Source: an optimization exercise on an open RTL-to-GDS flow (aim: small area, a short achievable clock period and few clock cycles). Production flows keep margins and buffers that such runs may drop. Function was checked by simulation only, so behaviour that the tests miss may differ from the original. Power figures rest on the tool's default switching activity, not on a simulated workload.

==> flow/design.v <==
package bsm_pkg;
  localparam int PIX_W  = 8;    
  localparam int POS_W  = 4;    
  localparam int SIZE_W = 5;    
  localparam int CS_W   = 10;   
  localparam int SUM_W  = 12;   
endpackage
module bsm_ram #(
  parameter int WIDTH = 8
) (
  input  logic             clk,
  input  logic             wr,
  input  logic [WIDTH-1:0] wdata,
  input  logic [3:0]       seg,
  output logic [WIDTH-1:0] tail
);
  logic [WIDTH-1:0] head;
  logic [WIDTH-1:0] s1;
  logic [WIDTH-1:0] s2 [2];
  logic [WIDTH-1:0] s4 [4];
  logic [WIDTH-1:0] s7 [7];
  logic [WIDTH-1:0] m1, m2, m3, m4;
  assign m1 = seg[0] ? s1    : head;
  assign m2 = seg[1] ? s2[1] : m1;
  assign m3 = seg[2] ? s4[3] : m2;
  assign m4 = seg[3] ? s7[6] : m3;
  always_ff @(posedge clk) begin
    head  <= wr ? wdata : tail;
    s1    <= head;
    s2[0] <= m1;
    s2[1] <= s2[0];
    s4[0] <= m2;
    for (int i = 1; i < 4; i++) s4[i] <= s4[i-1];
    s7[0] <= m3;
    for (int i = 1; i < 7; i++) s7[i] <= s7[i-1];
    tail  <= m4;
  end
endmodule
import bsm_pkg::*;
module bsm_div
(
  input  logic              clk,
  input  logic              rst,
  input  logic              adv,
  input  logic              sv,
  input  logic [SUM_W-1:0]  s,
  input  logic              rows3,
  input  logic              cols3,
  output logic              dv,
  output logic [PIX_W-1:0]  q
);
  logic [12:0] pt;
  logic [7:0]  q4;
  logic        n9, n6;
  logic [20:0] prod;
  logic [13:0] t9;
  logic [14:0] t6;
  assign prod = 21'(s) * 21'd455;
  assign t9   = 14'(pt) + 14'd17;
  assign t6   = 15'(pt) + 15'({pt, 1'b0}) + 15'd40;
  assign q    = n9 ? t9[12:5] : (n6 ? t6[13:6] : q4);
  always_ff @(posedge clk) begin
    if (adv) begin
      pt <= prod[19:7];
      q4 <= 8'((14'(s) + 14'd2) >> 2);
      n9 <= rows3 && cols3;
      n6 <= rows3 != cols3;
    end
    if (rst) begin
      dv <= 1'b0;
    end else if (adv) begin
      dv <= sv;
    end
  end
endmodule
import bsm_pkg::*;
module bsm_dp
(
  input  logic              clk,
  input  logic              rst,
  input  logic              adv,
  input  logic              ev,
  input  logic              ev_fl,
  input  logic              mask_b,
  input  logic              rows3,
  input  logic              c0,
  input  logic              c1,
  input  logic              cl,
  input  logic [PIX_W-1:0]  pix,
  input  logic [PIX_W-1:0]  up1,
  input  logic [PIX_W-1:0]  up2,
  output logic              sv,       
  output logic [SUM_W-1:0]  s,
  output logic              s_rows3,
  output logic              s_cols3
);
  logic [CS_W-1:0] cs, w0, w1, w2;
  logic            jv, jc1, jcl, jrows3, ep;
  assign cs = CS_W'(ev_fl ? '0 : pix) + CS_W'(up1) + CS_W'(mask_b ? '0 : up2);
  always_ff @(posedge clk) begin
    if (adv && ev) begin
      if (c0) begin
        w2 <= cs;
      end else if (c1) begin
        w0 <= cs;
        w1 <= w2;
      end else begin
        w0 <= cs;
        w1 <= w0;
        w2 <= w1;
      end
    end
    if (adv) begin
      jc1    <= c1;
      jcl    <= cl;
      jrows3 <= rows3;
      s      <= SUM_W'(w0) + SUM_W'(w1) + SUM_W'((jv && !jc1) ? w2 : '0);
      s_cols3 <= jv && !jc1;
      if (jv) begin
        s_rows3 <= jrows3;
      end
    end
    if (rst) begin
      jv <= 1'b0;
      ep <= 1'b0;
      sv <= 1'b0;
    end else if (adv) begin
      jv <= ev && !c0;
      ep <= jv && jcl;
      sv <= jv || ep;
    end
  end
endmodule
import bsm_pkg::*;
module bsm_ctrl
(
  input  logic              clk,
  input  logic              rst,
  input  logic              cfg_write,
  input  logic [SIZE_W-1:0] image_size,
  input  logic              in_valid,
  output logic              in_stall,
  input  logic [PIX_W-1:0]  pixel,
  input  logic              adv,        
  input  logic              adv_next,   
  output logic [3:0]        side_m1,
  output logic [3:0]        seg,
  output logic [PIX_W-1:0]  pix_q,
  output logic              wr,         
  output logic              ev,         
  output logic              ev_fl,      
  output logic              mask_b,     
  output logic              rows3,      
  output logic              c0,         
  output logic              c1,         
  output logic              cl          
);
  logic [SIZE_W-1:0] sz_raw;
  logic              pv;
  logic [3:0]        row, col, hd, fcol;
  logic              flushing;
  logic              acc, pv_n, aligned, flush_ok, last_w, fl_done;
  logic [3:0]        row_n, col_n, hd_n, fcol_n;
  logic              flushing_n, aligned_n, flush_ok_n;
  logic              row0, col0, col_last, row_last, hd_last, rephase;
  assign row0     = (row == 4'd0);
  assign col0     = (col == 4'd0);
  assign col_last = (col == side_m1);
  assign row_last = (row == side_m1);
  assign hd_last  = (hd == side_m1);
  assign rephase  = row0 && col0 && !flushing;
  assign aligned  = (hd == col) || rephase;
  assign flush_ok = !flushing || row0;
  assign wr       = pv && adv && aligned && flush_ok;
  assign ev_fl    = flushing && adv && (hd == fcol);
  assign ev       = (wr && !row0) || ev_fl;
  assign mask_b   = !ev_fl && (row == 4'd1);
  assign rows3    = !ev_fl && (row > 4'd1);
  assign c0       = (hd == 4'd0);
  assign c1       = (hd == 4'd1);
  assign cl       = hd_last;
  assign last_w   = wr && row_last && col_last;
  assign fl_done  = ev_fl && (fcol == side_m1);
  assign acc  = in_valid && !in_stall;
  assign pv_n = acc || (pv && !wr);
  always_comb begin
    row_n = row;
    col_n = col;
    if (wr) begin
      if (col_last) begin
        col_n = 4'd0;
        row_n = row_last ? 4'd0 : row + 4'd1;
      end else begin
        col_n = col + 4'd1;
      end
    end
    if (cfg_write) begin
      row_n = 4'd0;
      col_n = 4'd0;
    end
    if (wr && rephase) begin
      hd_n = 4'd1;
    end else begin
      hd_n = hd_last ? 4'd0 : hd + 4'd1;
    end
    flushing_n = flushing;
    fcol_n     = fcol;
    if (ev_fl) begin
      fcol_n = fcol + 4'd1;
    end
    if (fl_done) begin
      flushing_n = 1'b0;
    end
    if (last_w) begin
      flushing_n = 1'b1;
      fcol_n     = 4'd0;
    end
  end
  assign aligned_n  = (hd_n == col_n) || ((row_n == 4'd0) && (col_n == 4'd0) && !flushing_n);
  assign flush_ok_n = !flushing_n || (row_n == 4'd0);
  always_ff @(posedge clk) begin
    if (acc) begin
      pix_q <= pixel;
    end
    seg[3] <= (side_m1 >= 4'd8);
    seg[2:0] <= (side_m1 >= 4'd8) ? 3'(side_m1 - 4'd8) : 3'(side_m1 - 4'd1);
    if (rst) begin
      sz_raw   <= SIZE_W'(16);
      side_m1  <= 4'd15;
      pv       <= 1'b0;
      row      <= 4'd0;
      col      <= 4'd0;
      hd       <= 4'd0;
      fcol     <= 4'd0;
      flushing <= 1'b0;
      in_stall <= 1'b0;
    end else begin
      if (cfg_write) begin
        sz_raw <= image_size;
      end
      if (sz_raw[4]) begin
        side_m1 <= 4'd15;
      end else if (sz_raw[3:1] == 3'd0) begin
        side_m1 <= 4'd1;
      end else begin
        side_m1 <= sz_raw[3:0] - 4'd1;
      end
      pv       <= pv_n;
      row      <= row_n;
      col      <= col_n;
      hd       <= hd_n;
      fcol     <= fcol_n;
      flushing <= flushing_n;
      in_stall <= pv_n && !(adv_next && aligned_n && flush_ok_n);
    end
  end
endmodule
import bsm_pkg::*;
module box_smoothing_3x3_edge_mean
#(
  parameter int MAX_SIDE = 16
) (
  input  logic              clk,
  input  logic              rst,
  input  logic              cfg_write,
  input  logic [SIZE_W-1:0] image_size,
  input  logic              in_valid,
  output logic              in_stall,
  input  logic [PIX_W-1:0]  pixel,
  output logic              out_valid,
  input  logic              out_stall,
  output logic [PIX_W-1:0]  smoothed,
  output logic [POS_W-1:0]  out_row,
  output logic [POS_W-1:0]  out_col,
  output logic              last_of_run,
  output logic              frame_done
);
  logic             adv, adv_next, skid_v, skid_v_n;
  logic [PIX_W-1:0] skid_q;
  logic [3:0]       side_m1, seg;
  logic [PIX_W-1:0] pix_q, up1, up2;
  logic             wr, ev, ev_fl, mask_b, rows3, c0, c1, cl;
  logic             sv, s_rows3, s_cols3, dv;
  logic [SUM_W-1:0] s;
  logic [PIX_W-1:0] q;
  logic             out_free, inc, xfer;
  logic [3:0]       nrow, ncol;
  assign adv      = !skid_v;
  assign inc      = dv && adv;
  assign out_free = !out_valid || !out_stall;
  assign xfer     = out_valid && !out_stall;
  assign skid_v_n = skid_v ? !out_free : (inc && !out_free);
  assign adv_next = !skid_v_n;
  bsm_ctrl u_ctrl (
    .clk       (clk),
    .rst       (rst),
    .cfg_write (cfg_write),
    .image_size(image_size),
    .in_valid  (in_valid),
    .in_stall  (in_stall),
    .pixel     (pixel),
    .adv       (adv),
    .adv_next  (adv_next),
    .side_m1   (side_m1),
    .seg       (seg),
    .pix_q     (pix_q),
    .wr        (wr),
    .ev        (ev),
    .ev_fl     (ev_fl),
    .mask_b    (mask_b),
    .rows3     (rows3),
    .c0        (c0),
    .c1        (c1),
    .cl        (cl)
  );
  bsm_ram #(.WIDTH(PIX_W)) u_up1 (
    .clk  (clk),
    .wr   (wr),
    .wdata(pix_q),
    .seg  (seg),
    .tail (up1)
  );
  bsm_ram #(.WIDTH(PIX_W)) u_up2 (
    .clk  (clk),
    .wr   (wr),
    .wdata(up1),
    .seg  (seg),
    .tail (up2)
  );
  bsm_dp u_dp (
    .clk    (clk),
    .rst    (rst),
    .adv    (adv),
    .ev     (ev),
    .ev_fl  (ev_fl),
    .mask_b (mask_b),
    .rows3  (rows3),
    .c0     (c0),
    .c1     (c1),
    .cl     (cl),
    .pix    (pix_q),
    .up1    (up1),
    .up2    (up2),
    .sv     (sv),
    .s      (s),
    .s_rows3(s_rows3),
    .s_cols3(s_cols3)
  );
  bsm_div u_div (
    .clk  (clk),
    .rst  (rst),
    .adv  (adv),
    .sv   (sv),
    .s    (s),
    .rows3(s_rows3),
    .cols3(s_cols3),
    .dv   (dv),
    .q    (q)
  );
  always_comb begin
    if (out_col == side_m1) begin
      ncol = 4'd0;
      nrow = (out_row == side_m1) ? 4'd0 : out_row + 4'd1;
    end else begin
      ncol = out_col + 4'd1;
      nrow = out_row;
    end
  end
  always_ff @(posedge clk) begin
    if (adv) begin
      skid_q <= q;
    end
    if (out_free) begin
      smoothed <= skid_v ? skid_q : q;
    end
    if (rst) begin
      skid_v      <= 1'b0;
      out_valid   <= 1'b0;
      out_row     <= 4'd0;
      out_col     <= 4'd0;
      last_of_run <= 1'b1;
      frame_done  <= 1'b0;
    end else begin
      skid_v <= skid_v_n;
      if (out_free) begin
        out_valid <= skid_v || inc;
      end
      if (cfg_write) begin
        out_row     <= 4'd0;
        out_col     <= 4'd0;
        last_of_run <= !(image_size <= SIZE_W'(2));
        frame_done  <= 1'b0;
      end else if (xfer) begin
        out_row     <= nrow;
        out_col     <= ncol;
        frame_done  <= (nrow == side_m1) && (ncol == side_m1);
        if (ncol == side_m1) begin
          last_of_run <= (nrow != side_m1 - 4'd1);
        end else if (ncol == side_m1 - 4'd1) begin
          last_of_run <= 1'b0;
        end else begin
          last_of_run <= (nrow != side_m1);
        end
      end
    end
  end
endmodule
Settings: LEC_CHECK=0, CAP_MARGIN=20, CORE_MARGIN=2, CORE_UTILIZATION=40, SLEW_MARGIN=20; clock period 6.5 ns.
run.sh (not shown) runs the stock make flow with config.mk's settings and CLKGATE_MAP_FILE= SYNTH_SCRIPT=/design/flow/synth_recipe.tcl, a recipe that flattens the netlist after the stock synthesis.
Testbench counts at the start, summed over its fixed seeds: cycles 10,895.
Change:
--- a/flow/design.v
+++ b/flow/design.v
@@ -47,26 +47,27 @@
   input  logic              rows3,
   input  logic              cols3,
   output logic              dv,
   output logic [PIX_W-1:0]  q
 );
-  logic [12:0] pt;
-  logic [7:0]  q4;
-  logic        n9, n6;
-  logic [20:0] prod;
-  logic [13:0] t9;
-  logic [14:0] t6;
-  assign prod = 21'(s) * 21'd455;
-  assign t9   = 14'(pt) + 14'd17;
-  assign t6   = 15'(pt) + 15'({pt, 1'b0}) + 15'd40;
-  assign q    = n9 ? t9[12:5] : (n6 ? t6[13:6] : q4);
+  logic        n9, n6, n4, u9;
+  logic [18:0] t1, t2, t3, ua;
+  logic [12:0] u;
+  logic [19:0] m;
+  assign n9 = rows3 && cols3;
+  assign n6 = rows3 != cols3;
+  assign n4 = !rows3 && !cols3;
+  assign t1 = n4 ? {1'b0, s, 6'd0} : {2'b0, s, 5'd0};
+  assign t2 = n9 ? -{5'd0, s, 2'd0} : (n6 ? {4'd0, s, 3'd0} : -{7'd0, s});
+  assign t3 = n6 ? {6'd0, s, 1'b0} : 19'd0;
+  assign ua = t1 + t2 + t3;
+  assign m = {1'b0, u, 6'd0} + 20'(u) + (u9 ? 20'd1088 : 20'd1280);
+  assign q = m[18:11];
   always_ff @(posedge clk) begin
     if (adv) begin
-      pt <= prod[19:7];
-      q4 <= 8'((14'(s) + 14'd2) >> 2);
-      n9 <= rows3 && cols3;
-      n6 <= rows3 != cols3;
+      u  <= ua[15:3];
+      u9 <= n9;
     end
     if (rst) begin
       dv <= 1'b0;
     end else if (adv) begin
       dv <= sv;
@@ -78,11 +79,11 @@
 (
   input  logic              clk,
   input  logic              rst,
   input  logic              adv,
   input  logic              ev,
-  input  logic              ev_fl,
+  input  logic              flush,
   input  logic              mask_b,
   input  logic              rows3,
   input  logic              c0,
   input  logic              c1,
   input  logic              cl,
@@ -94,11 +95,11 @@
   output logic              s_rows3,
   output logic              s_cols3
 );
   logic [CS_W-1:0] cs, w0, w1, w2;
   logic            jv, jc1, jcl, jrows3, ep;
-  assign cs = CS_W'(ev_fl ? '0 : pix) + CS_W'(up1) + CS_W'(mask_b ? '0 : up2);
+  assign cs = CS_W'(flush ? '0 : pix) + CS_W'(up1) + CS_W'(mask_b ? '0 : up2);
   always_ff @(posedge clk) begin
     if (adv && ev) begin
       if (c0) begin
         w2 <= cs;
       end else if (c1) begin
@@ -147,23 +148,23 @@
   output logic [3:0]        seg,
   output logic [PIX_W-1:0]  pix_q,
   output logic              wr,         
   output logic              ev,         
   output logic              ev_fl,      
+  output logic              flushing,   
   output logic              mask_b,     
   output logic              rows3,      
   output logic              c0,         
   output logic              c1,         
   output logic              cl          
 );
   logic [SIZE_W-1:0] sz_raw;
   logic              pv;
   logic [3:0]        row, col, hd, fcol;
-  logic              flushing;
   logic              acc, pv_n, aligned, flush_ok, last_w, fl_done;
   logic [3:0]        row_n, col_n, hd_n, fcol_n;
-  logic              flushing_n, aligned_n, flush_ok_n;
+  logic              flushing_n, ok_next;
   logic              row0, col0, col_last, row_last, hd_last, rephase;
   assign row0     = (row == 4'd0);
   assign col0     = (col == 4'd0);
   assign col_last = (col == side_m1);
   assign row_last = (row == side_m1);
@@ -172,12 +173,12 @@
   assign aligned  = (hd == col) || rephase;
   assign flush_ok = !flushing || row0;
   assign wr       = pv && adv && aligned && flush_ok;
   assign ev_fl    = flushing && adv && (hd == fcol);
   assign ev       = (wr && !row0) || ev_fl;
-  assign mask_b   = !ev_fl && (row == 4'd1);
-  assign rows3    = !ev_fl && (row > 4'd1);
+  assign mask_b   = !flushing && (row == 4'd1);
+  assign rows3    = !flushing && (row > 4'd1);
   assign c0       = (hd == 4'd0);
   assign c1       = (hd == 4'd1);
   assign cl       = hd_last;
   assign last_w   = wr && row_last && col_last;
   assign fl_done  = ev_fl && (fcol == side_m1);
@@ -214,12 +215,11 @@
     if (last_w) begin
       flushing_n = 1'b1;
       fcol_n     = 4'd0;
     end
   end
-  assign aligned_n  = (hd_n == col_n) || ((row_n == 4'd0) && (col_n == 4'd0) && !flushing_n);
-  assign flush_ok_n = !flushing_n || (row_n == 4'd0);
+  assign ok_next = acc && (wr || (!pv && rephase));
   always_ff @(posedge clk) begin
     if (acc) begin
       pix_q <= pixel;
     end
     seg[3] <= (side_m1 >= 4'd8);
@@ -249,11 +249,11 @@
       row      <= row_n;
       col      <= col_n;
       hd       <= hd_n;
       fcol     <= fcol_n;
       flushing <= flushing_n;
-      in_stall <= pv_n && !(adv_next && aligned_n && flush_ok_n);
+      in_stall <= pv_n && !(adv_next && ok_next);
     end
   end
 endmodule
 import bsm_pkg::*;
 module box_smoothing_3x3_edge_mean
@@ -277,11 +277,11 @@
 );
   logic             adv, adv_next, skid_v, skid_v_n;
   logic [PIX_W-1:0] skid_q;
   logic [3:0]       side_m1, seg;
   logic [PIX_W-1:0] pix_q, up1, up2;
-  logic             wr, ev, ev_fl, mask_b, rows3, c0, c1, cl;
+  logic             wr, ev, ev_fl, flush, mask_b, rows3, c0, c1, cl;
   logic             sv, s_rows3, s_cols3, dv;
   logic [SUM_W-1:0] s;
   logic [PIX_W-1:0] q;
   logic             out_free, inc, xfer;
   logic [3:0]       nrow, ncol;
@@ -305,10 +305,11 @@
     .seg       (seg),
     .pix_q     (pix_q),
     .wr        (wr),
     .ev        (ev),
     .ev_fl     (ev_fl),
+    .flushing  (flush),
     .mask_b    (mask_b),
     .rows3     (rows3),
     .c0        (c0),
     .c1        (c1),
     .cl        (cl)
@@ -330,11 +331,11 @@
   bsm_dp u_dp (
     .clk    (clk),
     .rst    (rst),
     .adv    (adv),
     .ev     (ev),
-    .ev_fl  (ev_fl),
+    .flush  (flush),
     .mask_b (mask_b),
     .rows3  (rows3),
     .c0     (c0),
     .c1     (c1),
     .cl     (cl),
The new run passed the timing, design-rule and antenna checks. Critical path depth is lower by 2. Clock power is higher by about 5%. Global-route usage is lower by 0.95 points. Die area is lower by 9.0%. Worst setup slack improved by 0.61 ns. Non-clock buffer count is higher by 2. Power is higher by 3.8%. Cell count is lower by 7.9%. First-iteration DRC count is lower by 20%. Design area is lower by 7.4%. Routed wire length is lower by 13%.
Testbench counts after the change, summed over its fixed seeds: cycles 10,895.

## port drivers added, routing unchanged
Ports are ideal in the flow. The routed layouts listed here were re-timed in OpenROAD.
Step 1 assumes that a clkbuf_16 drives the clock port and a buf_2 every other input.
Step 2 moves the port delays by t, midway between the first and last clock arrival at a register: inputs arrive t later, outputs are due t later. That takes back most of the time a late clock gives input paths.
Three values: ideal ports, drivers, drivers and shift; two values: the first two.
run | t, ns | setup WS [ns] | worst hold slack (ns)
the first run | 0.611 | 1.637 / 1.637 / 1.637 | 0.318 / 0.318 / 0.318
the second run | 0.583 | 2.245 / 2.245 / 2.245 | 0.316 / 0.316 / 0.316
After both steps every run listed still meets setup and hold.
